Background: an optimization exercise with open tools, aiming at small area. Do not read the settings as production practice.
Where RTL was checked, it was by simulation tests only, not by an equivalence proof against the original.
Only the layout flow was run in run 3; the RTL was not checked for function there.
Power is estimated from default activity; no workload was simulated.

==> design.v <==
`timescale 1ns/1ps
module row_mux (
	input  logic [20-1:0]               sel,
	input  logic [20*10-1:0]   d,
	output logic [10-1:0]               y
);
	always_comb begin
		y = '0;
		for (int q = 0; q < 20; q++) y |= sel[q] ? d[q*10 +: 10] : '0;
	end
endmodule
`timescale 1ns/1ps
module tetris_core (
	input  logic                    clk,
	input  logic                    reset,
	input  logic                    tick,
	input  logic                    start,
	input  logic                    left,
	input  logic                    right,
	input  logic                    rotate,
	input  logic                    down,
	input  logic [2:0]              next_kind,
	input  logic [5-1:0]       row_sel,
	output logic [10-1:0]  row_bits,
	output logic                    playing,
	output logic                    game_over,
	output logic [10-1:0]     lines,
	output logic [6-1:0]     level
);
	logic [10-1:0] ring [20];
	logic [4:0] ph;
	logic [4:0] ph_next;
	logic [10-1:0] cur_row;    
	logic [10-1:0] next_row;   
	logic [10-1:0] wr_row;
	logic [5:0] diff;
	logic [4:0] idx;
	logic [20-1:0] sel;
	logic [20*10-1:0] flat;
	assign cur_row = ring[0];
	assign next_row = ring[1];
	always_ff @(posedge clk) begin
		for (int q = 0; q < 20 - 1; q++) begin
			ring[q] <= ring[q + 1];
		end
		ring[20 - 1] <= wr_row;
	end
	assign ph_next = (ph == 5'd19) ? 5'd0 : ph + 1'b1;
	always_ff @(posedge clk) begin
		if (reset) ph <= '0;
		else ph <= ph_next;
	end
	assign diff = {1'b0, row_sel} - {1'b0, ph};
	assign idx = diff[5] ? diff[4:0] + 5'd20 : diff[4:0];
	always_comb begin
		for (int q = 0; q < 20; q++) begin
			sel[q] = (idx == q) && (row_sel < 20);
			flat[q*10 +: 10] = ring[q];
		end
	end
	row_mux u_mux (.sel(sel), .d(flat), .y(row_bits));
	logic [7:0] shp_nb;
	logic [3:0] shp_far;
	logic [3:0] shp_pcx;
	logic [4:0] shp_prow;     
	logic [13:0] shp_mask;    
	logic dm2, dm1, dz, dp1, dp2;
	localparam logic [2:0] ST_IDLE  = 3'd0;
	localparam logic [2:0] ST_WIPE  = 3'd1;
	localparam logic [2:0] ST_READY = 3'd2;
	localparam logic [2:0] ST_TEST  = 3'd3;
	localparam logic [2:0] ST_LOCK  = 3'd4;
	logic [2:0] state;
	logic act;             
	logic run;             
	logic last;            
	logic [7:0] nb_q;
	logic [3:0] far_q;
	logic no_turn;         
	logic [4:0] rel_q;
	logic [3:0] pcx_q;
	logic [7:0] nb_cw, nb_ccw;
	logic [3:0] far_cw, far_ccw;
	logic rot_req;
	logic rot_go;
	logic sh_go;
	logic sh_left;
	logic dn_go;
	logic sp_go;           
	logic acc;             
	logic [2:0] cnt;       
	logic first;           
	logic dly;             
	logic [10-1:0] hold;
	logic rotate_d;
	logic rot_latch;
	logic rot_edge;
	logic [3:0] grav;      
	logic grav_due;
	logic sat;             
	logic [10-1:0] pmask;
	logic [10-1:0] v;
	logic entry;
	logic off_rows;
	logic hit_side;
	logic hit_down;
	logic hit_now;
	logic hit_all;
	logic [4:0] rel_inc;
	logic [7:0] sp_nb;
	logic sp_i;
	assign rot_edge = rotate && !rotate_d;
	assign no_turn = nb_q[0] && nb_q[7] && nb_q[6];
	assign rot_req = (rot_latch || rot_edge) && !no_turn;
	assign level = (sat || lines[8]) ? '1 : lines[7:2];
	assign grav_due = (level > 6'(8)) || (grav > 4'd8);
	assign shp_nb = nb_q;
	assign shp_far = far_q;
	assign shp_pcx = pcx_q;
	assign nb_cw = {nb_q[5:0], nb_q[7:6]};
	assign far_cw = {far_q[2:0], far_q[3]};
	assign nb_ccw = {nb_q[1:0], nb_q[7:2]};
	assign far_ccw = {far_q[0], far_q[3:1]};
	assign dm2 = rel_q == 5'd18;
	assign dm1 = rel_q == 5'd19;
	assign dz  = rel_q == 5'd0;
	assign dp1 = rel_q == 5'd1;
	assign dp2 = rel_q == 5'd2;
	assign shp_prow[0] = dz & shp_far[2];
	assign shp_prow[1] = (dm1 & shp_nb[5]) | (dz & shp_nb[4]) | (dp1 & shp_nb[3]);
	assign shp_prow[2] = (dm2 & shp_far[3]) | (dm1 & shp_nb[6]) | dz | (dp1 & shp_nb[2]) | (dp2 & shp_far[1]);
	assign shp_prow[3] = (dm1 & shp_nb[7]) | (dz & shp_nb[0]) | (dp1 & shp_nb[1]);
	assign shp_prow[4] = dz & shp_far[0];
	logic [15:0] pc_oh;
	always_comb begin
		for (int j = 0; j < 16; j++) pc_oh[j] = shp_pcx == 4'(j);
		for (int c = 0; c < 14; c++) begin
			shp_mask[c] = 1'b0;
			for (int k = 0; k < 5; k++) if (c + 2 - k >= 0 && c + 2 - k < 16) shp_mask[c] |= shp_prow[k] & pc_oh[c + 2 - k];
		end
	end
	assign pmask = shp_mask[11:2];
	assign run = (state == ST_WIPE || state == ST_TEST || state == ST_LOCK) && (act || ph == 5'd0);
	assign last = run && ph == 5'd19;
	assign v = cur_row | (first ? pmask : '0);
	assign entry = run && state == ST_LOCK && cnt != 3'd0 && ph == 5'd0;
	always_comb begin
		if ((run && state == ST_WIPE) || entry) wr_row = '0;
		else if (dly) wr_row = hold;
		else wr_row = v;
	end
	assign off_rows = (|shp_prow) && (
		(ph == 5'd19 && (rel_q == 5'd18 || rel_q == 5'd19)) || (ph == 5'd18 && rel_q == 5'd18) ||
		(ph == 5'd0 && (rel_q == 5'd1 || rel_q == 5'd2)) || (ph == 5'd1 && rel_q == 5'd2));
	assign hit_side = |(pmask & cur_row) || shp_mask[0] || shp_mask[1] || shp_mask[12] || shp_mask[13] || off_rows;
	assign hit_down = |(pmask & ((ph == 5'd19) ? {10{1'b1}} : next_row));
	assign hit_now = (rot_go || sh_go || sp_go) ? hit_side : hit_down;
	assign hit_all = acc || hit_now;
	always_comb begin
		case (next_kind)
			3'd1: sp_nb = 8'b0101_0001;
			3'd2: sp_nb = 8'b1100_0001;
			3'd3: sp_nb = 8'b1001_0001;
			3'd4: sp_nb = 8'b0011_0001;
			3'd5: sp_nb = 8'b1101_0000;
			3'd6: sp_nb = 8'b0110_0001;
			default:  sp_nb = 8'b0001_0001;
		endcase
	end
	assign sp_i = next_kind == 3'd7;
	assign rel_inc = (rel_q == 5'd19) ? 5'd0 : rel_q + 1'b1;
	always_ff @(posedge clk) begin
		hold <= v;
	end
	always_ff @(posedge clk) begin
		if (reset) begin
			state <= ST_WIPE;
			act <= 1'b0;
			rot_go <= 1'b0;
			sh_go <= 1'b0;
			dn_go <= 1'b0;
			sp_go <= 1'b0;
			dly <= 1'b0;
			first <= 1'b0;
			rotate_d <= 1'b0;
			rot_latch <= 1'b0;
			playing <= 1'b0;
			game_over <= 1'b0;
			lines <= '0;
			sat <= 1'b0;
		end else begin
			rotate_d <= rotate;
			if (rot_edge) rot_latch <= 1'b1;
			act <= run && !last;
			rel_q <= rel_inc;
			sat <= sat || lines[8];
			if (run) begin
				acc <= (ph != 5'd0 && acc) || hit_now;
			end
			case (state)
				ST_IDLE: begin
					if (start) begin
						rot_latch <= 1'b0;
						playing <= 1'b1;
						game_over <= 1'b0;
						lines <= '0;
						sat <= 1'b0;
						nb_q <= sp_nb;
						far_q <= sp_i ? 4'b0100 : 4'b0000;
						rel_q <= sp_i ? ph_next : ph;
						pcx_q <= sp_i ? 4'd7 : 4'd6;
						grav <= '0;
						state <= ST_WIPE;
					end
				end
				ST_WIPE: begin
					if (last) state <= playing ? ST_READY : ST_IDLE;
				end
				ST_READY: begin
					if (tick) begin
						rot_go <= rot_req;
						if (rot_req) begin
							nb_q <= nb_cw;
							far_q <= far_cw;
						end else if (left ^ right) begin
							pcx_q <= left ? pcx_q - 1'b1 : pcx_q + 1'b1;
						end
						rot_latch <= 1'b0;
						sh_go <= left ^ right;
						sh_left <= left;
						dn_go <= down || grav_due;
						grav <= (down || grav_due) ? level[3:0] : grav + 1'b1;
						state <= ST_TEST;
					end
				end
				ST_TEST: begin
					if (!rot_go && !sh_go && !dn_go && !sp_go) begin
						state <= ST_READY;
					end else if (run) begin
						if (!rot_go && !sh_go && !sp_go) begin
							cnt <= ((ph == 5'd0) ? 3'd0 : cnt) + {2'b0, &(cur_row | pmask)};
						end
						if (last) begin
							if (rot_go) begin
								rot_go <= 1'b0;
								if (hit_all) begin
									nb_q <= nb_ccw;
									far_q <= far_ccw;
								end
								if (sh_go) pcx_q <= sh_left ? pcx_q - 1'b1 : pcx_q + 1'b1;
							end else if (sh_go) begin
								sh_go <= 1'b0;
								if (hit_all) pcx_q <= sh_left ? pcx_q + 1'b1 : pcx_q - 1'b1;
							end else if (sp_go) begin
								sp_go <= 1'b0;
								playing <= !hit_all;
								game_over <= hit_all;
								state <= hit_all ? ST_IDLE : ST_READY;
							end else begin
								dn_go <= 1'b0;
								if (!hit_all) begin
									rel_q <= rel_q;   
								end else begin
									first <= 1'b1;
									state <= ST_LOCK;
								end
							end
						end
					end
				end
				ST_LOCK: begin
					if (run) begin
						dly <= (entry || dly) && !(&v);
					end
					if (entry) begin
						lines <= lines + 1'b1;
					end
					if (last) begin
						first <= 1'b0;
						if (cnt > 3'd1) begin
							cnt <= cnt - 1'b1;
						end else begin
							nb_q <= sp_nb;
							far_q <= sp_i ? 4'b0100 : 4'b0000;
							rel_q <= sp_i ? ph_next : ph;
							pcx_q <= sp_i ? 4'd7 : 4'd6;
							grav <= level[3:0];
							if (first) begin
								sp_go <= 1'b1;
								state <= ST_TEST;
							end else begin
								state <= ST_READY;
							end
						end
					end
				end
				default: state <= ST_IDLE;
			endcase
		end
	end
endmodule
==> flow/run.sh <==
#!/bin/bash
# The standard layout (standard.sh) with two changes:
#  - each port gets the smallest buffer, buf_1, as its port buffer
#  - clock tree synthesis inserts no dummy loads
# The full output of the flow goes to standard.log in the work folder.
cd "$(dirname "$0")/.."
export BUFFER_PORTS_ARGS="-buffer_cell sky130_fd_sc_hd__buf_1"
export GPL_KEEP_OVERFLOW=0
export CTS_ARGS="-sink_clustering_enable -repair_clock_nets -sink_clustering_size 16 -sink_clustering_max_diameter 80 -buf_list sky130_fd_sc_hd__clkbuf_8 -dont_use_dummy_load"
bash standard.sh > standard.log 2>&1
==> standard.sh <==
#!/bin/bash
# synth_recipe.tcl (not shown) runs the flow's synth.tcl, then flattens the netlist and writes it again
# the make line also repeats each setting of config.mk as NAME=value (left out here)
make -C /OpenROAD-flow-scripts/flow DESIGN_CONFIG=/design/flow/config.mk WORK_HOME=/design/flow/orfs CLKGATE_MAP_FILE= SYNTH_SCRIPT=/design/flow/synth_recipe.tcl "${@:-finish}"
==> config.mk <==
export PLATFORM = sky130hd
export DESIGN_NAME = tetris_core
export DESIGN_NICKNAME = tetris_core
export VERILOG_FILES = /design/flow/design.v
export SDC_FILE = /design/flow/constraint.sdc
export NUM_CORES = 4
export LEC_CHECK = 0
export CAP_MARGIN = 20
export CORE_MARGIN = 2
export CORE_UTILIZATION = 60
export PLACE_DENSITY = 0.7
export SLEW_MARGIN = 20
export SYNTH_HIERARCHICAL = 1
==> constraint.sdc <==
create_clock -name core_clock -period 10.0 [get_ports {clk}]
set_input_delay 2.0000 -clock core_clock [delete_from_list [all_inputs] [get_ports {clk}]]
set_output_delay 2.0000 -clock core_clock [all_outputs]
set_load 0.01 [all_outputs]
==> impl_table.tex, run 1 <==
\begin{tabular}{lr}
\hline
Metric & Value \\
\hline
\multicolumn{2}{l}{\textbf{Synth}} \\
Part of the Yosys area used for sequential elements & 54.8\% \\
Post-synthesis sequential element count & 270 \\
Cells after synthesis & 993 \\
Netlist cell types & 70 \\
Cell Area, Synth & 10400 um\^{}2 \\
Mean instance size in the synthesized netlist & 10.5 um\^{}2 \\
Post-synth ARST share & 0\% \\
Flip-flop cell with the highest count after synthesis & dfxtp\_1 \\
Synth warnings & 9 \\
Count of flip-flops with a built-in enable after synthesis & 30 \\
\multicolumn{2}{l}{\textbf{Drt}} \\
Post-detailed-route via-to-cell ratio & approximately 6.5 \\
Number of nets still failing antenna checks after routing & 0 \\
Drt initial violations & 605 \\
Total vias in the final route & 7964 \\
Number of search-and-repair iterations in the first detailed-routing pass & 5 \\
Post-route DRC violation count & 0 \\
Wirelength, routed & between 20000 and 30000 um \\
Average wire per standard cell & 20.4 um \\
\multicolumn{2}{l}{\textbf{Critical path}} \\
Destination of the worst register-to-register timing path & rel\_q[3] \\
Endpoint kind of the worst setup timing path & output pin \\
Reg-to-reg setup timing slack & about 5500 ps \\
Worst reg2reg startpoint & rel\_q[0] \\
Crit-path max FO & 10 \\
Cell Chain, Critical Path & buf\_1 -> inv\_1 -> ha\_1 -> inv\_1 -> fa\_1 -> xor2\_1 -> ha\_1 -> mux2i\_1 -> nand2\_1 -> or3b\_2 -> nor2\_1 -> a22o\_1 -> a221oi\_1 -> and3\_1 -> nand4\_1 -> buf\_1 \\
Number of cells traversed by the worst register-to-register path & 10 \\
Required time at the worst-slack endpoint & 8000 ps \\
Startpoint types & input pin \\
Data arrival time at the worst-slack endpoint & 5780 ps \\
Beginning of the critical path & row\_sel[0] \\
Slowest Stage Delay on Critical Path & 750 ps \\
Slowest cell on the critical path & nor2\_1 \\
Worst setup path class & in -> out \\
\multicolumn{2}{l}{\textbf{Power}} \\
Switching part of the total power & between 20\% and 30\% \\
Logic gate share of total power & 6.8\% \\
Internal Pwr Total & roughly 0.0013 W \\
Relative contribution of sequential cells to total power & 64.3\% \\
Net switching power figure & 0.000409 W \\
Power share of the clock group & 28.9\% \\
Largest vdd supply drop & roughly 0.14 mV \\
Post-layout power & 0.00173 W \\
Total power density per cell area & 157 nW/um\^{}2 \\
Static leakage & roughly 4.1 nW \\
\multicolumn{2}{l}{\textbf{CTS}} \\
Clock H-tree levels & 1 \\
Buffer type at the clock tree root & clkbuf\_8 \\
Number of buffers added by the clock tree synthesis step & 20 \\
Resize count post-CTS & 0 \\
Max Root-Sink Buffers & 3 \\
Clock-pin slew reported for the worst setup and hold paths after clock tree synthesis & 100 ps \\
Hold Buf Count CTS & 0 \\
TritonCTS Sinks & 270 \\
TritonCTS clock tree & yes \\
Worst-skew pair later-pin latency & around 540 ps \\
Number of buffers inserted by post-CTS setup repair & 0 \\
\multicolumn{2}{l}{\textbf{STA}} \\
Worst clock skew & around 21 ps \\
Final-report max-slew violation count & 0 \\
Final count of hold timing violations & 0 \\
Setup violations, final & 0 \\
Period utilisation layout & 77.8\% \\
Worst-Margin Slew & 1210 ps \\
Post-route minimum period & 7780 ps \\
Timing-limited maximum frequency & 128 MHz \\
RSZ-0062 raised after global routing & no \\
Post-Route Setup TNS & 0 ps \\
Fin Hold WS & between 300 and 400 ps \\
Worst max-slew margin expressed relative to the limit & approximately 19\% \\
Final worst slack & 2220 ps \\
\multicolumn{2}{l}{\textbf{Run status}} \\
Result of the run & complete, no violations \\
\multicolumn{2}{l}{\textbf{Place}} \\
Gp weighted congestion & approximately 0.94 \\
Placed wire-length estimate & 17600 um \\
Number of instances in the placed design & approximately 1200 \\
Port-buffer cells & 43 \\
Setup Slack @ Placement & 2280 ps \\
\multicolumn{2}{l}{\textbf{Job}} \\
Count of maximum capacitance violations & 0 \\
\multicolumn{2}{l}{\textbf{Layout}} \\
Fillers & 1401 \\
Layout overhead on the synthesized area & 5.30\% \\
Layout cell share with drive strength beyond 1 & 5.67\% \\
Post-layout instance count excluding filler cells & 1230 \\
Leading cell type in the layout, fill and taps excluded & dfxtp\_1 \\
Layout net count & 1051 \\
Number of diodes & 0 \\
Top library cells by usage in the layout, fill and taps aside & dfxtp\_1 (240), nor2\_1 (74), nand2\_1 (57) \\
\multicolumn{2}{l}{\textbf{Floorplan}} \\
Area enclosed by the die boundary & $\sim$18000 um\^{}2 \\
Io pins & 44 \\
Die Span Y & about 140 um \\
Width of the die & 136 um \\
Effective utilization at floorplan & 60.8\% \\
Core Rows & 48 \\
Area of the placeable core & 17100 um\^{}2 \\
\multicolumn{2}{l}{\textbf{Global routing}} \\
First-pass GRT wire length & 40400 um \\
Initial antenna violation count & 0 \\
Vias in the first global route & 7465 \\
Total global-route track usage & 27.9\% \\
Total gr overflow & 0 \\
Largest net degree at the start of global routing & 29 \\
\multicolumn{2}{l}{\textbf{Min path}} \\
Hold Path Origin & ring[4][5] \\
Hold Crit Depth & 0 \\
End point of the worst hold path & ring[3][5] \\
HP Class & reg -> reg \\
\hline
\end{tabular}
-- metal layers --
layer  GRT usage [%]  part of all wire, %  wire length (um)  vias up
met5               0                    0                 0        -
met4            7.23                  2.0               511        0
met3            4.12                  8.4              2120       52
met2            42.6                   44             11000      358
met1            41.6                   46             11500     3826
li1                -                    -                 -     3728
-- cells in the mapped netlist, types with 7 or more instances --
cell type | instances | area share, %
nand2_1 | 57 | 2.1
xor2_1 | 10 | 0.84
clkbuf_1 | 33 | 1.2
mux2i_1 | 18 | 1.7
buf_2 | 14 | 0.67
dfxtp_1 | 240 | 46
ha_1 | 27 | 3.2
o21ai_0 | 30 | 1.4
nand3_1 | 25 | 1.2
o22ai_1 | 22 | 1.3
nor2b_1 | 8 | 0.48
a21oi_1 | 45 | 2.2
nor2_1 | 82 | 3.0
buf_6 | 8 | 0.87
nand2b_1 | 12 | 0.72
and3_1 | 15 | 0.90
a22o_1 | 52 | 4.4
nand4_1 | 19 | 1.1
or3_1 | 12 | 0.72
nor3_1 | 18 | 0.87
a21o_1 | 14 | 1.0
a22oi_1 | 26 | 1.9
xnor2_1 | 9 | 0.76
edfxtp_1 | 30 | 8.7
inv_1 | 31 | 1.1
a211oi_1 | 7 | 0.50
a221oi_1 | 45 | 3.8
-- registers in the layout (all words and copies together) (netlist names), 4 cells and up --
register / flops
ring: 200
far_q: 4
ph: 5
nb_q: 8
rel_q: 5
grav: 4
lines: 10
pcx_q: 4
hold: 10
-- worst max-delay path, delay by kind of cell --
| family | cells | cell delay, ps |
|---|---|---|
| AOI/OAI and AO/OA | 2 | 310 |
| xor gates and xnor gates | 1 | 260 |
| and+or+nand+nor | 5 | 1830 |
| buffers and inverters | 4 | 360 |
| muxes | 1 | 220 |
| adders and majority gates | 3 | 820 |
-- worst max path at each step --
stage	endpoint
final	row_bits[9]
after global routing	row_bits[9]
after CTS	row_bits[9]
after detailed placement	row_bits[4]
after global placement	row_bits[3]
after floorplan	row_bits[0]
-- metrics by stage --
stage | utilization, % | area, um^2
CTS | 64.0 | 10900
detailed placement | 62.3 | 10700
global route | 64.1 | 11000
global placement | 61.7 | 10600
floorplan | - | 10400
finish | 64.1 | 11000
-- modules after synthesis (local to each module, per instance) --
module       copies in the design  cell area, um^2
tetris_core                     1             9300
row_mux                         1             1120
-- kinds of logic after synthesis --
| kind of cell | count (synthesis) | synth area share, % |
|---|---|---|
| buffers and inverters | 87 | 3.92 |
| AOI/OAI and AO/OA | 290 | 20.8 |
| xor gates and xnor gates | 19 | 1.60 |
| DFF | 270 | 54.8 |
| adders and majority gates | 28 | 3.44 |
| muxes | 21 | 2.09 |
| and+or+nand+nor | 278 | 13.3 |
-- cell type report --
type / instances / area [um^2] / share of cell area [%]
clock buffer: 20 / 275 / 2.51
inverter: 31 / 116 / 1.06
multi-input combinational: 636 / 4380 / 39.9
sequential: 270 / 5710 / 52.0
tap: 225 / 282 / 2.57
timing repair buffer: 48 / 208 / 1.89
-- power by group through the flow --
| stage | sequential (W) | combinational (W) | clock (W) |
|---|---|---|---|
| floorplan | 0.00113 | 0.0000873 | 0 |
| global placement | 0.00113 | 0.000108 | 0 |
| detailed placement | 0.00113 | 0.000113 | 0 |
| CTS | 0.00111 | 0.000114 | 0.000510 |
| global route | 0.00111 | 0.000129 | 0.000546 |
| finish | 0.00111 | 0.000117 | 0.000499 |
==> run 2, diff against run 1 <==
--- a/flow/run.sh
+++ b/flow/run.sh
@@ -7,4 +7,3 @@
 export BUFFER_PORTS_ARGS="-buffer_cell sky130_fd_sc_hd__buf_1"
-export GPL_KEEP_OVERFLOW=0
-export CTS_ARGS="-sink_clustering_enable -repair_clock_nets -sink_clustering_size 16 -sink_clustering_max_diameter 80 -buf_list sky130_fd_sc_hd__clkbuf_8 -dont_use_dummy_load"
+export CTS_ARGS="-sink_clustering_enable -repair_clock_nets -sink_clustering_size 10 -sink_clustering_max_diameter 50 -buf_list sky130_fd_sc_hd__clkbuf_4 -dont_use_dummy_load"
 bash standard.sh > standard.log 2>&1
==> run 2 against run 1 <==
Effect of this change: total power decreased by 0.88%; final cell count increased by 2.6%; synthesized area stayed put; flip-flop and latch count did not move; global-route usage is 0.34 points higher; critical endpoint unchanged; still clean; die area unchanged; hold slack got worse by 22 ps; critical path type unchanged; count of clock-buffer cells in the layout increased by 14; critical path depth decreased by 1; clock skew increased by 48 ps; setup slack worse by 6.6 ps.
==> impl_table.tex, run 2 <==
\begin{tabular}{lr}
\hline
Metric & Value \\
\hline
\multicolumn{2}{l}{\textbf{Place}} \\
Port-buffer cells & 43 (unchanged) \\
Number of instances in the placed design & 1224 (+1.2\%) \\
Gp weighted congestion & 0.930 (-0.84\%) \\
Placed wire-length estimate & 17500 um (-0.42\%) \\
\multicolumn{2}{l}{\textbf{Floorplan}} \\
Io pins & 44 (unchanged) \\
Area enclosed by the die boundary & 18400 um\^{}2 (unchanged) \\
Die Span Y & 136 um (unchanged) \\
Effective utilization at floorplan & 60.8\% (unchanged) \\
Width of the die & 136 um (unchanged) \\
Area of the placeable core & 17100 um\^{}2 (unchanged) \\
Core Rows & 48 (unchanged) \\
\multicolumn{2}{l}{\textbf{Drt}} \\
Number of search-and-repair iterations in the first detailed-routing pass & 5 (unchanged) \\
Number of nets still failing antenna checks after routing & 0 (unchanged) \\
Wirelength, routed & 25500 um (+1.6\%) \\
Average wire per standard cell & 20.2 um (-0.97\%) \\
Post-detailed-route via-to-cell ratio & 6.34 (-2.1\%) \\
Drt initial violations & 570 (-5.8\%) \\
Total vias in the final route & 7999 (+0.44\%) \\
Post-route DRC violation count & 0 (unchanged) \\
\multicolumn{2}{l}{\textbf{STA}} \\
Setup violations, final & 0 (unchanged) \\
Final-report max-slew violation count & 0 (unchanged) \\
Period utilisation layout & 77.9\% (about the same) \\
Post-route minimum period & 7790 ps (+6.62 ps) \\
RSZ-0062 raised after global routing & no \\
Worst-Margin Slew & 1150 ps (-58.7 ps) \\
Final count of hold timing violations & 0 (unchanged) \\
Worst max-slew margin expressed relative to the limit & 23.1\% (+3.9 points) \\
Post-Route Setup TNS & 0 ps (unchanged) \\
Timing-limited maximum frequency & 128 MHz (about the same) \\
Worst clock skew & 69.4 ps (+48.5 ps) \\
\multicolumn{2}{l}{\textbf{Synth}} \\
Yosys top cell by area & dfxtp\_1 \\
Part of the Yosys area used for sequential elements & 54.8\% (unchanged) \\
Post-synth ARST share & 0\% (unchanged) \\
Mean instance size in the synthesized netlist & 10.5 um\^{}2 (unchanged) \\
Cell Area, Synth & 10400 um\^{}2 (unchanged) \\
Portion of synthesized cell area occupied by the leading cell type & 46.1\% (unchanged) \\
Count of flip-flops with a built-in enable after synthesis & 30 (unchanged) \\
Leading cell type by number of instances after synthesis & dfxtp\_1 \\
Flip-flop cell with the highest count after synthesis & dfxtp\_1 \\
Cells after synthesis & 993 (unchanged) \\
List of most frequent post-synthesis cells & dfxtp\_1 (240), nor2\_1 (82), nand2\_1 (57), a22o\_1 (52) \\
Post-synthesis sequential element count & 270 (unchanged) \\
Netlist cell types & 70 (unchanged) \\
Synth warnings & 9 (unchanged) \\
Top post-synthesis cells by area & dfxtp\_1 (46\%), edfxtp\_1 (8.7\%), a22o\_1 (4.4\%), a221oi\_1 (3.8\%), ha\_1 (3.2\%) \\
\multicolumn{2}{l}{\textbf{Layout}} \\
Area of the multi-input gates & 4320 um\^{}2 (-1.4\%) \\
Regs by FF count & ring: 200 flops, hold: 10 flops, lines: 10 flops \\
Layout net count & 1081 (+2.9\%) \\
Layout cell share with drive strength beyond 1 & 7.34\% (+1.7 points) \\
Top library cells by usage in the layout, fill and taps aside & dfxtp\_1 (240), nor2\_1 (79), nand2\_1 (57) \\
Leading cell type in the layout, fill and taps excluded & dfxtp\_1 \\
Layout overhead on the synthesized area & 5.65\% \\
Post-layout instance count excluding filler cells & 1262 (+2.6\%) \\
Fillers & 1452 (+3.6\%) \\
Sequential cell area & 5710 um\^{}2 (unchanged) \\
Flip-flop count of the largest register after layout & 200 (unchanged) \\
Top register by number of flip-flops & ring \\
\multicolumn{2}{l}{\textbf{Global routing}} \\
First-pass GRT wire length & 40500 um (+0.24\%) \\
Largest net degree at the start of global routing & 29 (unchanged) \\
Vias in the first global route & 7643 (+2.4\%) \\
Total global-route track usage & 28.2\% (+0.34 points) \\
Total gr overflow & 0 (unchanged) \\
Initial antenna violation count & 1 (+1) \\
\multicolumn{2}{l}{\textbf{Critical path}} \\
Slowest Stage Delay on Critical Path & 830 ps (+80 ps) \\
Startpoint types & input pin \\
Cell Chain, Critical Path & buf\_1 -> ha\_1 -> a21o\_1 -> a21oi\_1 -> xnor2\_1 -> ha\_1 -> mux2i\_1 -> nand2\_1 -> or3b\_2 -> nor2\_1 -> a22o\_1 -> a221oi\_1 -> and3\_1 -> nand4\_1 -> buf\_1 \\
Data arrival time at the worst-slack endpoint & 5790 ps (about the same) \\
Kind of cell with the highest combined delay on the critical path & simple AND/OR/NAND/NOR gates \\
Required time at the worst-slack endpoint & 8000 ps (about the same) \\
Crit-path max FO & 10 (unchanged) \\
Number of buffers and inverters on the critical path & 2 (-2) \\
Slowest cell on the critical path & nor2\_1 \\
Worst setup path class & in -> out \\
Endpoint kind of the worst setup timing path & output pin \\
\multicolumn{2}{l}{\textbf{Power}} \\
Static leakage & 4.14 nW (+2.1\%) \\
Post-layout power & 0.00171 W (-0.88\%) \\
Largest vdd supply drop & 0.106 mV (-24\%) \\
Total power density per cell area & 155 nW/um\^{}2 (-1.2\%) \\
\multicolumn{2}{l}{\textbf{CTS}} \\
TritonCTS clock tree & yes \\
Worst-skew pair later-pin latency & 630 ps (+90 ps) \\
Number of buffers inserted by post-CTS setup repair & 0 (unchanged) \\
Max Root-Sink Buffers & 3 (unchanged) \\
Number of buffers added by the clock tree synthesis step & 34 (+70\%) \\
TritonCTS Sinks & 270 (unchanged) \\
Clock H-tree levels & 2 (+1) \\
Resize count post-CTS & 0 (unchanged) \\
Hold Buf Count CTS & 0 (unchanged) \\
Buffer type at the clock tree root & clkbuf\_4 \\
Clock-pin slew reported for the worst setup and hold paths after clock tree synthesis & 100 ps (about the same) \\
\multicolumn{2}{l}{\textbf{Min path}} \\
HP Class & reg -> reg \\
\multicolumn{2}{l}{\textbf{Run status}} \\
Result of the run & complete, no violations \\
\multicolumn{2}{l}{\textbf{Job}} \\
Count of maximum capacitance violations & 0 (unchanged) \\
\hline
\end{tabular}
## run 2: logic make-up (layout without fill, tap and decap cells)
logic type               after synthesis  after routing  synth area share, %
AO/OA/AOI/OAI                        290            290                 20.8
AND/OR/NAND/NOR                      278            278                 13.3
flip-flops                           270            270                 54.8
buffers and inverters                 87            129                 3.92
adder cells (fa/ha/maj)               28             28                 3.44
multiplexers                          21             21                 2.09
XOR/XNOR                              19             19                 1.60
other                                  0              2                    0
## run 2: path summary, 6_finish.rpt
check	cells after the start	endpoint	slack [ps]	start
hold reg to reg	0	ring[1][6]	330	ring[2][6]
hold / removal	0	ring[1][6]	330	ring[2][6]
setup / recovery	15	row_bits[9]	2210	row_sel[1]
setup reg to reg	10	rel_q[0]	5540	rel_q[0]
## run 2: Yosys stat by module, one instance, submodules excluded
module / cell area, um^2 / cells inside / copies in the design / flops+latches
tetris_core: 9300 / 853 / 1 / 270
row_mux: 1120 / 140 / 1 / 0
## run 2: power by group
group / total [W] / internal (W) / switching (W) / leakage, nW
clock: 0.000483 / 0.000158 / 0.000325 / 0.156
sequential: 0.00111 / 0.00110 / 0.00000959 / 2.22
combinational: 0.000118 / 0.0000382 / 0.0000794 / 1.76
## run 2: metrics by stage
step | hold WS, ps | area (um^2) | utilization (%) | setup WS (ps)
final | 326 | 11000 | 64.3 | 2210
after global routing | 353 | 11000 | 64.3 | 1900
after CTS | 334 | 11000 | 64.1 | 2250
after detailed placement | 337 | 10700 | 62.7 | 2170
after global placement | 334 | 10700 | 62.6 | 2350
after floorplan | 331 | 10400 | - | 3180
## run 2: metal layers
layer	wire length (um)	GRT usage [%]	vias to the layer above	share of wire, %
met5	0	0	-	0
met4	634	8.62	0	2.5
met3	2200	5.05	54	8.6
met2	11100	43.6	345	43
met1	11700	40.6	3801	46
li1	-	-	3799	-
## run 2: final cells by class
| class | instances | share of cell area (%) |
|---|---|---|
| repair buffers | 64 | 2.90 |
| diodes | 2 | 0.0455 |
| multi-input cells | 636 | 39.3 |
| well taps | 225 | 2.56 |
| flip-flops and latches | 270 | 51.9 |
| inverters | 31 | 1.06 |
| clock buffers | 34 | 2.32 |
==> run 3, diff against run 2 <==
--- a/design.v
+++ b/design.v
@@ -6,5 +6,28 @@
 );
+	logic [10-1:0] g_n [7];
+	logic [20:0] sel21;
+	logic [21*10-1:0] d21;
+	assign sel21 = {1'b0, sel};
+	assign d21 = {{10{1'b0}}, d};
+	for (genvar g = 0; g < 7; g++) begin : grp
+		row_mux3 u_g (
+			.sel (sel21[3*g +: 3]),
+			.d   (d21[3*g*10 +: 3*10]),
+			.y_n (g_n[g])
+		);
+	end
 	always_comb begin
 		y = '0;
-		for (int q = 0; q < 20; q++) y |= sel[q] ? d[q*10 +: 10] : '0;
+		for (int g = 0; g < 7; g++) y |= ~g_n[g];
+	end
+endmodule
+module row_mux3 (
+	input  logic [2:0]                 sel,
+	input  logic [3*10-1:0]   d,
+	output logic [10-1:0]     y_n
+);
+	always_comb begin
+		for (int c = 0; c < 10; c++) begin
+			y_n[c] = !((sel[0] && d[c]) || (sel[1] && d[10 + c]) || (sel[2] && d[2*10 + c]));
+		end
 	end
--- a/flow/run.sh
+++ b/flow/run.sh
@@ -7,3 +7,3 @@
 export BUFFER_PORTS_ARGS="-buffer_cell sky130_fd_sc_hd__buf_1"
-export CTS_ARGS="-sink_clustering_enable -repair_clock_nets -sink_clustering_size 10 -sink_clustering_max_diameter 50 -buf_list sky130_fd_sc_hd__clkbuf_4 -dont_use_dummy_load"
+export CTS_ARGS="-sink_clustering_enable -repair_clock_nets -sink_clustering_size 16 -sink_clustering_max_diameter 80 -buf_list sky130_fd_sc_hd__clkbuf_8 -dont_use_dummy_load"
 bash standard.sh > standard.log 2>&1
==> run 3 against run 2 <==
Effect of this change: critical path depth is the same; critical endpoint is now row_bits[4]; via count grew 1.7%; highest routed layer unchanged; sequential share of layout area is 0.74 points lower; flip-flop and latch count unchanged; largest cell class unchanged.
==> impl_table.tex, run 3 <==
\begin{tabular}{lr}
\hline
Metric & Value \\
\hline
\multicolumn{2}{l}{\textbf{Power}} \\
Largest vdd supply drop & 0.173 mV (+64\%) \\
Total power density per cell area & 159 nW/um\^{}2 (+2.1\%) \\
Static leakage & 4.11 nW (-0.75\%) \\
\multicolumn{2}{l}{\textbf{Drt}} \\
Met2 wire length & 12100 um (+9.7\%) \\
Total vias in the final route & 8135 (+1.7\%) \\
Post-route DRC violation count & 0 (unchanged) \\
Average wire per standard cell & 20.4 um (+0.88\%) \\
Met1 routed wirelength after detailed routing & 11700 um (about the same) \\
Amount of wire on met3 after detailed routing & 1500 um (-32\%) \\
Number of search-and-repair iterations in the first detailed-routing pass & 9 (+4) \\
Post-detailed-route via-to-cell ratio & 6.40 (+0.90\%) \\
Number of nets still failing antenna checks after routing & 0 (unchanged) \\
Highest routing layer actually used & met4 \\
Wirelength, routed & 26000 um (+1.7\%) \\
Drt initial violations & 1032 (+81\%) \\
\multicolumn{2}{l}{\textbf{CTS}} \\
TritonCTS Sinks & 270 (unchanged) \\
Hold Buf Count CTS & 0 (unchanged) \\
Clock H-tree levels & 1 (-1) \\
Max Root-Sink Buffers & 3 (unchanged) \\
Number of buffers added by the clock tree synthesis step & 20 (-41\%) \\
Clock-pin slew reported for the worst setup and hold paths after clock tree synthesis & 90 ps (about the same) \\
TritonCTS clock tree & yes \\
Resize count post-CTS & 0 (unchanged) \\
Worst-skew pair later-pin latency & 540 ps (-90 ps) \\
Buffer type at the clock tree root & clkbuf\_8 \\
Number of buffers inserted by post-CTS setup repair & 0 (unchanged) \\
\multicolumn{2}{l}{\textbf{Synth}} \\
Count of flip-flops with a built-in enable after synthesis & 30 (unchanged) \\
Mean instance size in the synthesized netlist & 10.4 um\^{}2 (-0.36\%) \\
Netlist cell types & 80 (+14\%) \\
Flip-flop cell with the highest count after synthesis & dfxtp\_1 \\
Portion of synthesized cell area occupied by the leading cell type & 44.9\% (-1.3 points) \\
Post-synthesis sequential element count & 270 (unchanged) \\
Leading cell type by number of instances after synthesis & dfxtp\_1 \\
List of most frequent post-synthesis cells & dfxtp\_1 (240), nor2\_1 (91), a222oi\_1 (70), nand2\_1 (64), a21oi\_1 (53) \\
Post-synth ARST share & 0\% (unchanged) \\
Cells after synthesis & 1025 (+3.2\%) \\
Yosys top cell by area & dfxtp\_1 \\
Top post-synthesis cells by area & dfxtp\_1 (45\%), edfxtp\_1 (8.4\%), a222oi\_1 (6.5\%), nor2\_1 (3.2\%), ha\_1 (3.2\%) \\
Synth warnings & 11 (+2) \\
Cell Area, Synth & 10700 um\^{}2 (+2.8\%) \\
Part of the Yosys area used for sequential elements & 53.3\% (-1.5 points) \\
\multicolumn{2}{l}{\textbf{Layout}} \\
Layout cell share with drive strength beyond 1 & 4.49\% (-2.9 points) \\
Leading cell type in the layout, fill and taps excluded & dfxtp\_1 \\
Area of the multi-input gates & 4550 um\^{}2 (+5.2\%) \\
Number of diodes & 0 (-2) \\
Final Core Density & 64.3\% (about the same) \\
Layout overhead on the synthesized area & 4.21\% \\
Sequential cell area & 5710 um\^{}2 (unchanged) \\
Top register by number of flip-flops & ring \\
Regs by FF count & ring: 200 flops, hold: 10 flops, lines: 10 flops \\
Layout net count & 1093 (+1.1\%) \\
Top library cells by usage in the layout, fill and taps aside & dfxtp\_1 (240), nor2\_1 (91), a222oi\_1 (70) \\
Fillers & 1433 (-1.3\%) \\
Flip-flop count of the largest register after layout & 200 (unchanged) \\
\multicolumn{2}{l}{\textbf{STA}} \\
Period utilisation layout & 75.8\% (-2.1 points) \\
Timing-limited maximum frequency & 132 MHz (+2.7\%) \\
Post-Route Setup TNS & 0 ps (unchanged) \\
Final-report max-slew violation count & 0 (unchanged) \\
RSZ-0062 raised after global routing & no \\
Setup violations, final & 0 (unchanged) \\
Final count of hold timing violations & 0 (unchanged) \\
Worst-Margin Slew & 1060 ps (-87.4 ps) \\
Final worst slack & 2420 ps (+208 ps) \\
Worst max-slew margin expressed relative to the limit & 29.1\% (+6.0 points) \\
Post-route minimum period & 7580 ps (-208 ps) \\
Worst clock skew & 47.9 ps (-21.5 ps) \\
\multicolumn{2}{l}{\textbf{Global routing}} \\
Total global-route track usage & 27.6\% (-0.61 points) \\
Vias in the first global route & 7642 (-0.013\%) \\
Largest net degree at the start of global routing & 27 (-6.9\%) \\
Initial antenna violation count & 0 (-1) \\
First-pass GRT wire length & 41200 um (+1.5\%) \\
Total gr overflow & 0 (unchanged) \\
\multicolumn{2}{l}{\textbf{Critical path}} \\
Crit-path max FO & 10 (unchanged) \\
Destination of the worst register-to-register timing path & pcx\_q[1] \\
Worst setup path class & in -> out \\
Reg-to-reg setup timing slack & 5710 ps (+170 ps) \\
Worst reg2reg startpoint & rel\_q[0] \\
Number of cells traversed by the worst register-to-register path & 11 (+1) \\
Startpoint types & input pin \\
Data arrival time at the worst-slack endpoint & 5580 ps (-210 ps) \\
Endpoint kind of the worst setup timing path & output pin \\
Required time at the worst-slack endpoint & 8000 ps (about the same) \\
\multicolumn{2}{l}{\textbf{Run status}} \\
Result of the run & complete, no violations \\
\multicolumn{2}{l}{\textbf{Floorplan}} \\
Die Span Y & 138 um (+1.4\%) \\
Area enclosed by the die boundary & 18900 um\^{}2 (+2.8\%) \\
Width of the die & 138 um (+1.4\%) \\
Area of the placeable core & 17400 um\^{}2 (+1.4\%) \\
Io pins & 44 (unchanged) \\
Effective utilization at floorplan & 61.7\% (+0.87 points) \\
Core Rows & 48 (unchanged) \\
\multicolumn{2}{l}{\textbf{Min path}} \\
Hold Crit Depth & 0 (unchanged) \\
HP Class & reg -> reg \\
End point of the worst hold path & ring[1][8] \\
Hold Path Origin & ring[2][8] \\
\multicolumn{2}{l}{\textbf{Place}} \\
Placed wire-length estimate & 18800 um (+7.2\%) \\
Gp weighted congestion & 0.960 (+3.1\%) \\
Setup Slack @ Placement & 2430 ps (+264 ps) \\
Port-buffer cells & 43 (unchanged) \\
\multicolumn{2}{l}{\textbf{Job}} \\
Count of maximum capacitance violations & 0 (unchanged) \\
\hline
\end{tabular}
[run 3: cell types whose count changed after synthesis, sizes merged, moves of 9 or more]
cell,before,now
a222oi,0,70
a221oi,45,4
a22o,52,13
a22oi,27,5
buf,23,35
and4,1,11
and3,15,6
clkbuf,33,24
o21ai,30,39
[run 3: modules after synthesis (local to each module, per instance)]
module | cells | copies in the design | cell area [um^2] | flip-flops and latches
row_mux3 | 13 | 7 | 128 | 0
row_mux | 21 | 1 | 154 | 0
tetris_core | 913 | 1 | 9660 | 270
[run 3: cell families (layout without fill, tap and decap cells)]
logic type,after synthesis,in the layout,synth area share [%]
simple gates,325,325,16.0
flops,270,270,53.3
compound gates,264,264,18.9
buf+inv,94,106,4.70
fa+ha+maj,28,28,3.34
xor+xnor,23,23,1.88
mux,20,20,1.88
other cells,1,11,0.0350
[run 3: routing by layer]
metal	track usage (%)	vias to the layer above
met5	0	-
met4	8.30	0
met3	4.05	47
met2	46.4	282
met1	36.9	3892
li1	-	3914
[run 3: critical path: stages]
cell	delay, ps
buf_1	70
inv_1	40
ha_1	130
inv_1	60
fa_1	400
xor2_1	270
ha_1	280
mux2i_1	220
nand2_1	160
or3b_2	540
nor2_1	630
a222oi_1	240
and4_1	270
nand4_1	90
buf_1	170
[run 3: cell type report]
| class | instances | share of cell area (%) |
|---|---|---|
| Clock buffer | 20 | 2.47 |
| Inverter | 35 | 1.18 |
| Multi-Input combinational cell | 671 | 40.7 |
| Sequential cell | 270 | 51.1 |
| Tap cell | 225 | 2.52 |
| Timing Repair Buffer | 51 | 1.98 |
[run 3: power breakdown]
group / leakage, nW / internal, W / total (W) / switching (W)
clock network: 0.144 / 0.000181 / 0.000493 / 0.000313
logic: 1.75 / 0.0000454 / 0.000131 / 0.0000855
registers: 2.22 / 0.00112 / 0.00115 / 0.0000245
total: 4.11 / 0.00135 / 0.00177 / 0.000423
[run 3: through the flow]
step	std cells	hold slack (ps)	power (W)	area (um^2)
2_1_floorplan	1035	330	0.00126	10700
3_3_place_gp	1252	332	0.00130	10900
3_5_place_dp	1252	336	0.00130	10900
4_1_cts	1272	311	0.00178	11200
5_1_grt	1272	313	0.00184	11200
6_report	1272	317	0.00177	11200
[run 3: worst max-delay path by stage]
stage	from	depth (start not counted)	to	slack [ps]
finish	row_sel[0]	15	row_bits[4]	2420
global route	row_sel[0]	15	row_bits[3]	2170
CTS	row_sel[0]	15	row_bits[4]	2440
detailed placement	row_sel[0]	15	row_bits[4]	2430
global placement	row_sel[0]	15	row_bits[7]	2550
floorplan	row_sel[0]	14	row_bits[1]	3290
==> run 4, diff against run 3 <==
--- a/design.v
+++ b/design.v
@@ -6,28 +6,5 @@
 );
-	logic [10-1:0] g_n [7];
-	logic [20:0] sel21;
-	logic [21*10-1:0] d21;
-	assign sel21 = {1'b0, sel};
-	assign d21 = {{10{1'b0}}, d};
-	for (genvar g = 0; g < 7; g++) begin : grp
-		row_mux3 u_g (
-			.sel (sel21[3*g +: 3]),
-			.d   (d21[3*g*10 +: 3*10]),
-			.y_n (g_n[g])
-		);
-	end
 	always_comb begin
 		y = '0;
-		for (int g = 0; g < 7; g++) y |= ~g_n[g];
-	end
-endmodule
-module row_mux3 (
-	input  logic [2:0]                 sel,
-	input  logic [3*10-1:0]   d,
-	output logic [10-1:0]     y_n
-);
-	always_comb begin
-		for (int c = 0; c < 10; c++) begin
-			y_n[c] = !((sel[0] && d[c]) || (sel[1] && d[10 + c]) || (sel[2] && d[2*10 + c]));
-		end
+		for (int q = 0; q < 20; q++) y |= sel[q] ? d[q*10 +: 10] : '0;
 	end
==> flow/run.sh (replaced) <==
#!/bin/bash
# The standard layout (standard.sh) with these changes:
#  - each port gets the smallest buffer, buf_1, as its port buffer
#  - timing-driven global placement does not keep its trial resizing
#    (repair_design after placement still fixes slew and capacitance)
#  - clock tree synthesis uses clkbuf_8 in clusters of at most 16 sinks and
#    inserts no dummy loads
# The full output of the flow goes to standard.log in the work folder.
cd "$(dirname "$0")/.."
export BUFFER_PORTS_ARGS="-buffer_cell sky130_fd_sc_hd__buf_1"
export GPL_KEEP_OVERFLOW=0
export CTS_ARGS="-sink_clustering_enable -repair_clock_nets -sink_clustering_size 16 -sink_clustering_max_diameter 80 -buf_list sky130_fd_sc_hd__clkbuf_8 -dont_use_dummy_load"
bash standard.sh > standard.log 2>&1
==> run 4 against run 3 <==
Effect of this change: total power fell by 2.6%; highest routed layer unchanged; core utilization is 0.24 points lower; register-to-register slack worse by 190 ps; critical path depth rose by 1; synthesized cell count decreased by 3.1%; non-clock buffer count fell by 3; count of clock-buffer cells in the layout did not move; clock skew is 27 ps lower; critical endpoint is now row_bits[9]; still clean on timing, DRC and antenna.
==> impl_table.tex, run 4 <==
\begin{tabular}{lr}
\hline
Metric & Value \\
\hline
\multicolumn{2}{l}{\textbf{CTS}} \\
Clock-pin slew reported for the worst setup and hold paths after clock tree synthesis & 100 ps (about the same) \\
Resize count post-CTS & 0 (unchanged) \\
Hold Buf Count CTS & 0 (unchanged) \\
TritonCTS Sinks & 270 (unchanged) \\
Worst-skew pair later-pin latency & 540 ps (about the same) \\
Clock H-tree levels & 1 (unchanged) \\
Max Root-Sink Buffers & 3 (unchanged) \\
Number of buffers added by the clock tree synthesis step & 20 (unchanged) \\
Buffer type at the clock tree root & clkbuf\_8 \\
TritonCTS clock tree & yes \\
Number of buffers inserted by post-CTS setup repair & 0 (unchanged) \\
\multicolumn{2}{l}{\textbf{Global routing}} \\
Initial antenna violation count & 0 (unchanged) \\
Total global-route track usage & 27.9\% (+0.27 points) \\
Total gr overflow & 0 (unchanged) \\
Largest net degree at the start of global routing & 29 (+7.4\%) \\
GR Layer Usage met1 & 41.6\% (+4.6 points) \\
Global routing's busiest layer & met2 \\
Met2 usage & 42.6\% (-3.8 points) \\
Routing usage on met3 & 4.12\% (+0.068 points) \\
First-pass GRT wire length & 40400 um (-1.8\%) \\
Vias in the first global route & 7465 (-2.3\%) \\
\multicolumn{2}{l}{\textbf{Drt}} \\
Wirelength, routed & 25100 um (-3.2\%) \\
Drt initial violations & 605 (-41\%) \\
Total vias in the final route & 7964 (-2.1\%) \\
Post-route DRC violation count & 0 (unchanged) \\
Number of search-and-repair iterations in the first detailed-routing pass & 5 (-4) \\
Post-detailed-route via-to-cell ratio & 6.47 (+1.2\%) \\
Number of nets still failing antenna checks after routing & 0 (unchanged) \\
Average wire per standard cell & 20.4 um (about the same) \\
\multicolumn{2}{l}{\textbf{Synth}} \\
Synthesized-area fraction occupied by xor and xnor cells & 1.60\% (-0.28 points) \\
Main combinational cell family by area after synthesis & compound AO/OA/AOI/OAI gates \\
Portion of synthesized cell area occupied by the leading cell type & 46.1\% (+1.3 points) \\
Mean instance size in the synthesized netlist & 10.5 um\^{}2 (+0.36\%) \\
Fraction of the mapped netlist area in adder cells & 3.44\% (+0.095 points) \\
Yosys top cell by area & dfxtp\_1 \\
Part of the Yosys area used for sequential elements & 54.8\% (+1.5 points) \\
Netlist cell types & 70 (-13\%) \\
Share of synthesized cell area in and, or, nand and nor gates & 13.3\% (-2.7 points) \\
Top post-synthesis cells by area & dfxtp\_1 (46\%), edfxtp\_1 (8.7\%), a22o\_1 (4.4\%), a221oi\_1 (3.8\%), ha\_1 (3.2\%) \\
Leading cell type by number of instances after synthesis & dfxtp\_1 \\
List of most frequent post-synthesis cells & dfxtp\_1 (240), nor2\_1 (82), nand2\_1 (57), a22o\_1 (52) \\
Post-synth ARST share & 0\% (unchanged) \\
Flip-flop cell with the highest count after synthesis & dfxtp\_1 \\
Synth warnings & 9 (-2) \\
Post-synthesis sequential element count & 270 (unchanged) \\
Cell Area, Synth & 10400 um\^{}2 (-2.8\%) \\
Mux contribution to synthesized area & 2.09\% (+0.21 points) \\
Count of flip-flops with a built-in enable after synthesis & 30 (unchanged) \\
Cells after synthesis & 993 (-3.1\%) \\
Compound-cell area share of the yosys netlist & 20.8\% (+1.9 points) \\
\multicolumn{2}{l}{\textbf{Floorplan}} \\
Die Span Y & 136 um (-1.4\%) \\
Core Rows & 48 (unchanged) \\
Area enclosed by the die boundary & 18400 um\^{}2 (-2.7\%) \\
Effective utilization at floorplan & 60.8\% (-0.87 points) \\
Io pins & 44 (unchanged) \\
Width of the die & 136 um (-1.4\%) \\
Area of the placeable core & 17100 um\^{}2 (-1.4\%) \\
\multicolumn{2}{l}{\textbf{STA}} \\
RSZ-0062 raised after global routing & no \\
Worst max-slew margin expressed relative to the limit & 19.2\% (-9.9 points) \\
Setup violations, final & 0 (unchanged) \\
Worst-Margin Slew & 1210 ps (+146 ps) \\
Fin Hold WS & 348 ps (+30.6 ps) \\
Timing-limited maximum frequency & 128 MHz (-2.6\%) \\
Post-Route Setup TNS & 0 ps (unchanged) \\
Final worst slack & 2220 ps (-201 ps) \\
Final count of hold timing violations & 0 (unchanged) \\
Worst clock skew & 20.9 ps (-27.0 ps) \\
Final-report max-slew violation count & 0 (unchanged) \\
Post-route minimum period & 7780 ps (+201 ps) \\
Period utilisation layout & 77.8\% (+2.0 points) \\
\multicolumn{2}{l}{\textbf{Critical path}} \\
Worst reg2reg startpoint & rel\_q[0] \\
Destination of the worst register-to-register timing path & rel\_q[3] \\
Worst setup path class & in -> out \\
Data arrival time at the worst-slack endpoint & 5780 ps (+200 ps) \\
Endpoint kind of the worst setup timing path & output pin \\
Startpoint types & input pin \\
Crit-path max FO & 10 (unchanged) \\
Required time at the worst-slack endpoint & 8000 ps (about the same) \\
Reg-to-reg setup timing slack & 5520 ps (-190 ps) \\
Number of cells traversed by the worst register-to-register path & 10 (-1) \\
\multicolumn{2}{l}{\textbf{Power}} \\
Largest vdd supply drop & 0.139 mV (-20\%) \\
Static leakage & 4.05 nW (-1.3\%) \\
Total power density per cell area & 157 nW/um\^{}2 (-0.82\%) \\
\multicolumn{2}{l}{\textbf{Layout}} \\
Final instance area & 11000 um\^{}2 (-1.7\%) \\
Top library cells by usage in the layout, fill and taps aside & dfxtp\_1 (240), nor2\_1 (74), nand2\_1 (57) \\
Layout overhead on the synthesized area & 5.30\% \\
Sequential cell area & 5710 um\^{}2 (unchanged) \\
Layout cell share with drive strength beyond 1 & 5.67\% (+1.2 points) \\
Number of diodes & 0 (unchanged) \\
Leading cell type in the layout, fill and taps excluded & dfxtp\_1 \\
Flip-flop count of the largest register after layout & 200 (unchanged) \\
Regs by FF count & ring: 200 flops, hold: 10 flops, lines: 10 flops \\
Top register by number of flip-flops & ring \\
Fillers & 1401 (-2.2\%) \\
Area of the multi-input gates & 4380 um\^{}2 (-3.7\%) \\
Post-layout instance count excluding filler cells & 1230 (-3.3\%) \\
Layout net count & 1051 (-3.8\%) \\
\multicolumn{2}{l}{\textbf{Place}} \\
Area after detailed placement & 10700 um\^{}2 (-2.0\%) \\
Number of instances in the placed design & 1210 (-3.4\%) \\
Gp weighted congestion & 0.938 (-2.2\%) \\
Port-buffer cells & 43 (unchanged) \\
Setup Slack @ Placement & 2280 ps (-150 ps) \\
Placed wire-length estimate & 17600 um (-6.4\%) \\
\multicolumn{2}{l}{\textbf{Run status}} \\
Result of the run & complete, no violations \\
\multicolumn{2}{l}{\textbf{Min path}} \\
End point of the worst hold path & ring[3][5] \\
Hold Path Origin & ring[4][5] \\
HP Class & reg -> reg \\
Hold Crit Depth & 0 (unchanged) \\
\multicolumn{2}{l}{\textbf{Job}} \\
Count of maximum capacitance violations & 0 (unchanged) \\
\hline
\end{tabular}
run 4: cell types whose count changed in the layout (fill, tap and decap cells not counted), moves of 9 or more:
cell	change
a221oi_1	+41
a222oi_1	-70
a22o_1	+39
a22oi_1	+22
and3_1	+10
and4_1	-10
conb_1	-11
nor2_1	-17
o21ai_0	-9
run 4: area by class of cell:
class	count	share of cell area (%)
clock buffers	20	2.51
inverters	31	1.06
multi-input cells	636	39.9
flip-flops and latches	270	52.0
well taps	225	2.57
repair buffers	48	1.89
run 4: layer usage:
metal / routed length, um / share of wire (%)
met3: 2120 / 8.4
met5: 0 / 0
met4: 511 / 2.0
met1: 11500 / 46
met2: 11000 / 44
run 4: per-module statistics from Yosys, one instance, submodules excluded:
| module | cells inside | cell area, um^2 | flip-flops and latches | copies in the design |
|---|---|---|---|---|
| tetris_core | 853 | 9300 | 270 | 1 |
| row_mux | 140 | 1120 | 0 | 1 |
run 4: stage by stage:
stage                     power [W]  util, %
after CTS                   0.00173     64.0
final                       0.00173     64.1
after detailed placement    0.00125     62.3
after global placement      0.00124     61.7
after floorplan             0.00121        -
after global routing        0.00179     64.1
run 4: worst max-delay path by stage:
stage,endpoint,cells past startpoint,slack [ps],from
floorplan,row_bits[0],14,3180,row_sel[0]
global placement,row_bits[3],15,1620,row_sel[1]
detailed placement,row_bits[4],16,2280,row_sel[0]
CTS,row_bits[9],16,2250,row_sel[0]
global route,row_bits[9],15,1900,row_sel[1]
finish,row_bits[9],16,2220,row_sel[0]
run 4: power by group:
group / internal [W] / total [W] / switching [W]
sequential: 0.00110 / 0.00111 / 0.00000959
clock: 0.000181 / 0.000499 / 0.000318
combinational: 0.0000359 / 0.000117 / 0.0000812
run 4: worst max-delay path, stage by stage:
cell      delay [ps]
buf_1             70
inv_1             60
ha_1             150
inv_1             60
fa_1             400
xor2_1           260
ha_1             270
mux2i_1          220
nand2_1          190
or3b_2           580
nor2_1           750
a22o_1           260
a221oi_1          50
and3_1           210
nand4_1          100
buf_1            170
run 4: logic make-up after synthesis:
family,count (synthesis)
mux,21
fa+ha+maj,28
buf+inv,87
compound gates,290
xor+xnor,19
simple gates,278
flops,270
==> run 5, diff against run 4 <==
--- a/config.mk
+++ b/config.mk
@@ -7,3 +7,3 @@
 export LEC_CHECK = 0
-export CAP_MARGIN = 20
+export CAP_MARGIN = 10
 export CORE_MARGIN = 2
@@ -11,3 +11,3 @@
 export PLACE_DENSITY = 0.7
-export SLEW_MARGIN = 20
+export SLEW_MARGIN = 10
 export SYNTH_HIERARCHICAL = 1
==> run 5 against run 4 <==
Effect of this change: still clean; setup slack worse by 160 ps; flip-flop and latch count unchanged; clock skew grew 17 ps; combinational power hardly changed; register-to-register slack worse by 50 ps; largest cell class unchanged.
==> impl_table.tex, run 5 <==
\begin{tabular}{lr}
\hline
Metric & Value \\
\hline
\multicolumn{2}{l}{\textbf{Global routing}} \\
Initial antenna violation count & 0 (unchanged) \\
Vias in the first global route & 7421 (-0.59\%) \\
Total gr overflow & 0 (unchanged) \\
Total global-route track usage & 27.8\% (-0.086 points) \\
Largest net degree at the start of global routing & 29 (unchanged) \\
First-pass GRT wire length & 40200 um (-0.49\%) \\
\multicolumn{2}{l}{\textbf{Power}} \\
Relative contribution of sequential cells to total power & 64.3\% (about the same) \\
Logic gate share of total power & 6.7\% (about the same) \\
Post-layout power & 0.00172 W (about the same) \\
Total power density per cell area & 158 nW/um\^{}2 (+0.30\%) \\
Largest vdd supply drop & 0.113 mV (-18\%) \\
Internal Pwr Total & 0.00132 W (about the same) \\
Net switching power figure & 0.000409 W (about the same) \\
Power share of the clock group & 29.0\% (about the same) \\
Static leakage & 4.04 nW (-0.26\%) \\
Switching part of the total power & 23.7\% (about the same) \\
\multicolumn{2}{l}{\textbf{Synth}} \\
Count of flip-flops with a built-in enable after synthesis & 30 (unchanged) \\
List of most frequent post-synthesis cells & dfxtp\_1 (240), nor2\_1 (82), nand2\_1 (57), a22o\_1 (52) \\
Netlist cell types & 70 (unchanged) \\
Yosys top cell by area & dfxtp\_1 \\
Cell Area, Synth & 10400 um\^{}2 (unchanged) \\
Portion of synthesized cell area occupied by the leading cell type & 46.1\% (unchanged) \\
Flip-flop cell with the highest count after synthesis & dfxtp\_1 \\
Leading cell type by number of instances after synthesis & dfxtp\_1 \\
Cells after synthesis & 993 (unchanged) \\
Post-synth ARST share & 0\% (unchanged) \\
Part of the Yosys area used for sequential elements & 54.8\% (unchanged) \\
Synth warnings & 9 (unchanged) \\
Mean instance size in the synthesized netlist & 10.5 um\^{}2 (unchanged) \\
Top post-synthesis cells by area & dfxtp\_1 (46\%), edfxtp\_1 (8.7\%), a22o\_1 (4.4\%), a221oi\_1 (3.8\%), ha\_1 (3.2\%) \\
Post-synthesis sequential element count & 270 (unchanged) \\
\multicolumn{2}{l}{\textbf{Critical path}} \\
Startpoint types & input pin \\
Slowest cell on the critical path & nor3b\_2 \\
Number of cells traversed by the worst register-to-register path & 11 (+1) \\
Destination of the worst register-to-register timing path & nb\_q[5] \\
Required time at the worst-slack endpoint & 8000 ps (about the same) \\
Crit-path max FO & 10 (unchanged) \\
Slowest Stage Delay on Critical Path & 900 ps (+150 ps) \\
Data arrival time at the worst-slack endpoint & 5940 ps (+160 ps) \\
Reg-to-reg setup timing slack & 5470 ps (-50 ps) \\
Worst setup path class & in -> out \\
Number of buffers and inverters on the critical path & 4 (unchanged) \\
Endpoint kind of the worst setup timing path & output pin \\
Kind of cell with the highest combined delay on the critical path & simple AND/OR/NAND/NOR gates \\
Worst reg2reg startpoint & rel\_q[0] \\
Cell Chain, Critical Path & buf\_1 -> inv\_1 -> ha\_1 -> inv\_1 -> fa\_1 -> xor2\_1 -> ha\_1 -> mux2i\_1 -> nand2\_1 -> or3b\_2 -> nor3b\_2 -> a22o\_1 -> a221oi\_1 -> and3\_1 -> nand4\_1 -> buf\_1 \\
\multicolumn{2}{l}{\textbf{Drt}} \\
Post-route DRC violation count & 0 (unchanged) \\
Post-detailed-route via-to-cell ratio & 6.41 (-0.99\%) \\
Wirelength, routed & 25200 um (+0.37\%) \\
Drt initial violations & 647 (+6.9\%) \\
Number of search-and-repair iterations in the first detailed-routing pass & 6 (+1) \\
Total vias in the final route & 7872 (-1.2\%) \\
Number of nets still failing antenna checks after routing & 0 (unchanged) \\
Average wire per standard cell & 20.5 um (+0.54\%) \\
\multicolumn{2}{l}{\textbf{STA}} \\
Post-Route Setup TNS & 0 ps (unchanged) \\
Setup violations, final & 0 (unchanged) \\
Worst-Margin Slew & 1220 ps (+13.9 ps) \\
Post-route minimum period & 7940 ps (+158 ps) \\
Period utilisation layout & 79.4\% (+1.6 points) \\
Timing-limited maximum frequency & 126 MHz (-2.0\%) \\
Worst max-slew margin expressed relative to the limit & 18.3\% (-0.93 points) \\
Final-report max-slew violation count & 0 (unchanged) \\
Worst clock skew & 37.7 ps (+16.8 ps) \\
Final count of hold timing violations & 0 (unchanged) \\
RSZ-0062 raised after global routing & no \\
\multicolumn{2}{l}{\textbf{CTS}} \\
Resize count post-CTS & 0 (unchanged) \\
Number of buffers added by the clock tree synthesis step & 20 (unchanged) \\
Hold Buf Count CTS & 0 (unchanged) \\
Worst-skew pair later-pin latency & 540 ps (about the same) \\
Buffer type at the clock tree root & clkbuf\_8 \\
Clock-pin slew reported for the worst setup and hold paths after clock tree synthesis & 100 ps (about the same) \\
Clock H-tree levels & 1 (unchanged) \\
TritonCTS Sinks & 270 (unchanged) \\
TritonCTS clock tree & yes \\
Max Root-Sink Buffers & 3 (unchanged) \\
Number of buffers inserted by post-CTS setup repair & 0 (unchanged) \\
\multicolumn{2}{l}{\textbf{Floorplan}} \\
Effective utilization at floorplan & 60.8\% (unchanged) \\
Core Rows & 48 (unchanged) \\
Die Span Y & 136 um (unchanged) \\
Io pins & 44 (unchanged) \\
Width of the die & 136 um (unchanged) \\
Area of the placeable core & 17100 um\^{}2 (unchanged) \\
Area enclosed by the die boundary & 18400 um\^{}2 (unchanged) \\
\multicolumn{2}{l}{\textbf{Layout}} \\
Top register by number of flip-flops & ring \\
Flip-flop count of the largest register after layout & 200 (unchanged) \\
Number of diodes & 0 (unchanged) \\
Top library cells by usage in the layout, fill and taps aside & dfxtp\_1 (240), nor2\_1 (80), nand2\_1 (57) \\
Layout net count & 1049 (-0.19\%) \\
Layout cell share with drive strength beyond 1 & 4.79\% (-0.89 points) \\
Final instance area & 10900 um\^{}2 (-0.33\%) \\
Layout overhead on the synthesized area & 4.95\% \\
Regs by FF count & ring: 200 flops, hold: 10 flops, lines: 10 flops \\
Leading cell type in the layout, fill and taps excluded & dfxtp\_1 \\
\multicolumn{2}{l}{\textbf{Min path}} \\
Hold Path Origin & ring[16][7] \\
End point of the worst hold path & ring[15][7] \\
Hold Crit Depth & 0 (unchanged) \\
HP Class & reg -> reg \\
\multicolumn{2}{l}{\textbf{Job}} \\
Count of maximum capacitance violations & 0 (unchanged) \\
\multicolumn{2}{l}{\textbf{Place}} \\
Area after detailed placement & 10600 um\^{}2 (-0.22\%) \\
Gp weighted congestion & 0.938 (unchanged) \\
Port-buffer cells & 43 (unchanged) \\
Placed wire-length estimate & 17500 um (-0.79\%) \\
\multicolumn{2}{l}{\textbf{Run status}} \\
Result of the run & complete, no violations \\
\hline
\end{tabular}
run 5: power by group through the flow:
| stage | Clock, W | Sequential (W) | Combinational, W |
|---|---|---|---|
| 3_5_place_dp | 0 | 0.00113 | 0.000112 |
| 2_1_floorplan | 0 | 0.00113 | 0.0000873 |
| 5_1_grt | 0.000545 | 0.00111 | 0.000127 |
| 4_1_cts | 0.000509 | 0.00111 | 0.000113 |
| 6_report | 0.000500 | 0.00111 | 0.000116 |
| 3_3_place_gp | 0 | 0.00113 | 0.000108 |
run 5: modules after synthesis (local to each module, per instance):
module,flip-flops and latches,cell area (um^2),times used
row_mux,0,1120,1
tetris_core,270,9300,1
run 5: kinds of logic after synthesis:
logic type,count (synthesis),synth area share (%)
compound gates,290,20.8
simple gates,278,13.3
flops,270,54.8
buf+inv,87,3.92
fa+ha+maj,28,3.44
mux,21,2.09
xor+xnor,19,1.60
run 5: metal layers:
metal,share of wire [%],up-vias,global-route usage (%)
met4,2.3,0,7.06
met3,9.1,51,5.27
met1,45,3753,41.0
met2,44,352,42.2
li1,-,3716,-
met5,0,-,0
run 5: how the worst max path moves through the flow:
stage                          start           to  slack [ps]  cells after the start
final                     row_sel[0]  row_bits[0]        2060                     16
after global routing      row_sel[1]  row_bits[0]        1800                     15
after CTS                 row_sel[0]  row_bits[0]        2250                     16
after detailed placement  row_sel[0]  row_bits[0]        2270                     16
after global placement    row_sel[1]  row_bits[3]        1620                     15
after floorplan           row_sel[0]  row_bits[0]        3180                     14
run 5: per-stage QoR:
stage	worst slack, ps	utilization [%]	cells	hold slack, ps
finish	2060	63.9	1228	331
global route	1800	63.9	1228	334
CTS	2250	63.8	1228	338
detailed placement	2270	62.2	1208	337
global placement	1620	61.7	1205	334
floorplan	3180	-	993	331
run 5: final cells by class:
cell class,count,area (um^2)
inverter,31,116
sequential,270,5710
clock buffer,20,275
fill,1403,6190
timing repair buffer,46,193
multi-input combinational,636,4360
tap,225,282

[afterwards: timing with drivers on the ports]
The flow's constraints put no driver on any port. The routed layouts listed below were extracted and timed again, unchanged, in two steps.
Step 1 sets driving cells, clkbuf_16 on the clock port and buf_2 on the other inputs (assumed; they add their load-dependent delay and slew).
Step 2 moves the port delays by t, midway between the first and last clock arrival at a register: inputs arrive t later, outputs are due t later. That takes back most of the time a late clock gives input paths.
Slacks: no drivers / after step 1 / after step 2; pairs: no drivers / after step 1.
run | t, ns | slack for setup (ns) | clock arrival spread, ns
run 1 | 0.571 | 2.216 / 2.194 / 2.194 | 0.021 / 0.021
run 2 | 0.631 | 2.209 / 2.186 / 2.186 | 0.070 / 0.069
run 3 | 0.556 | 2.417 / 2.396 / 2.396 | 0.051 / 0.051
run 4 | 0.571 | 2.216 / 2.194 / 2.194 | 0.021 / 0.021
run 5 | 0.559 | 2.057 / 2.037 / 2.037 | 0.040 / 0.040
After both steps setup and hold are still met in every run listed. The setup slack of run 2, which loses most, moves by -0.023 ns with the drivers and by -0.023 ns with both steps.
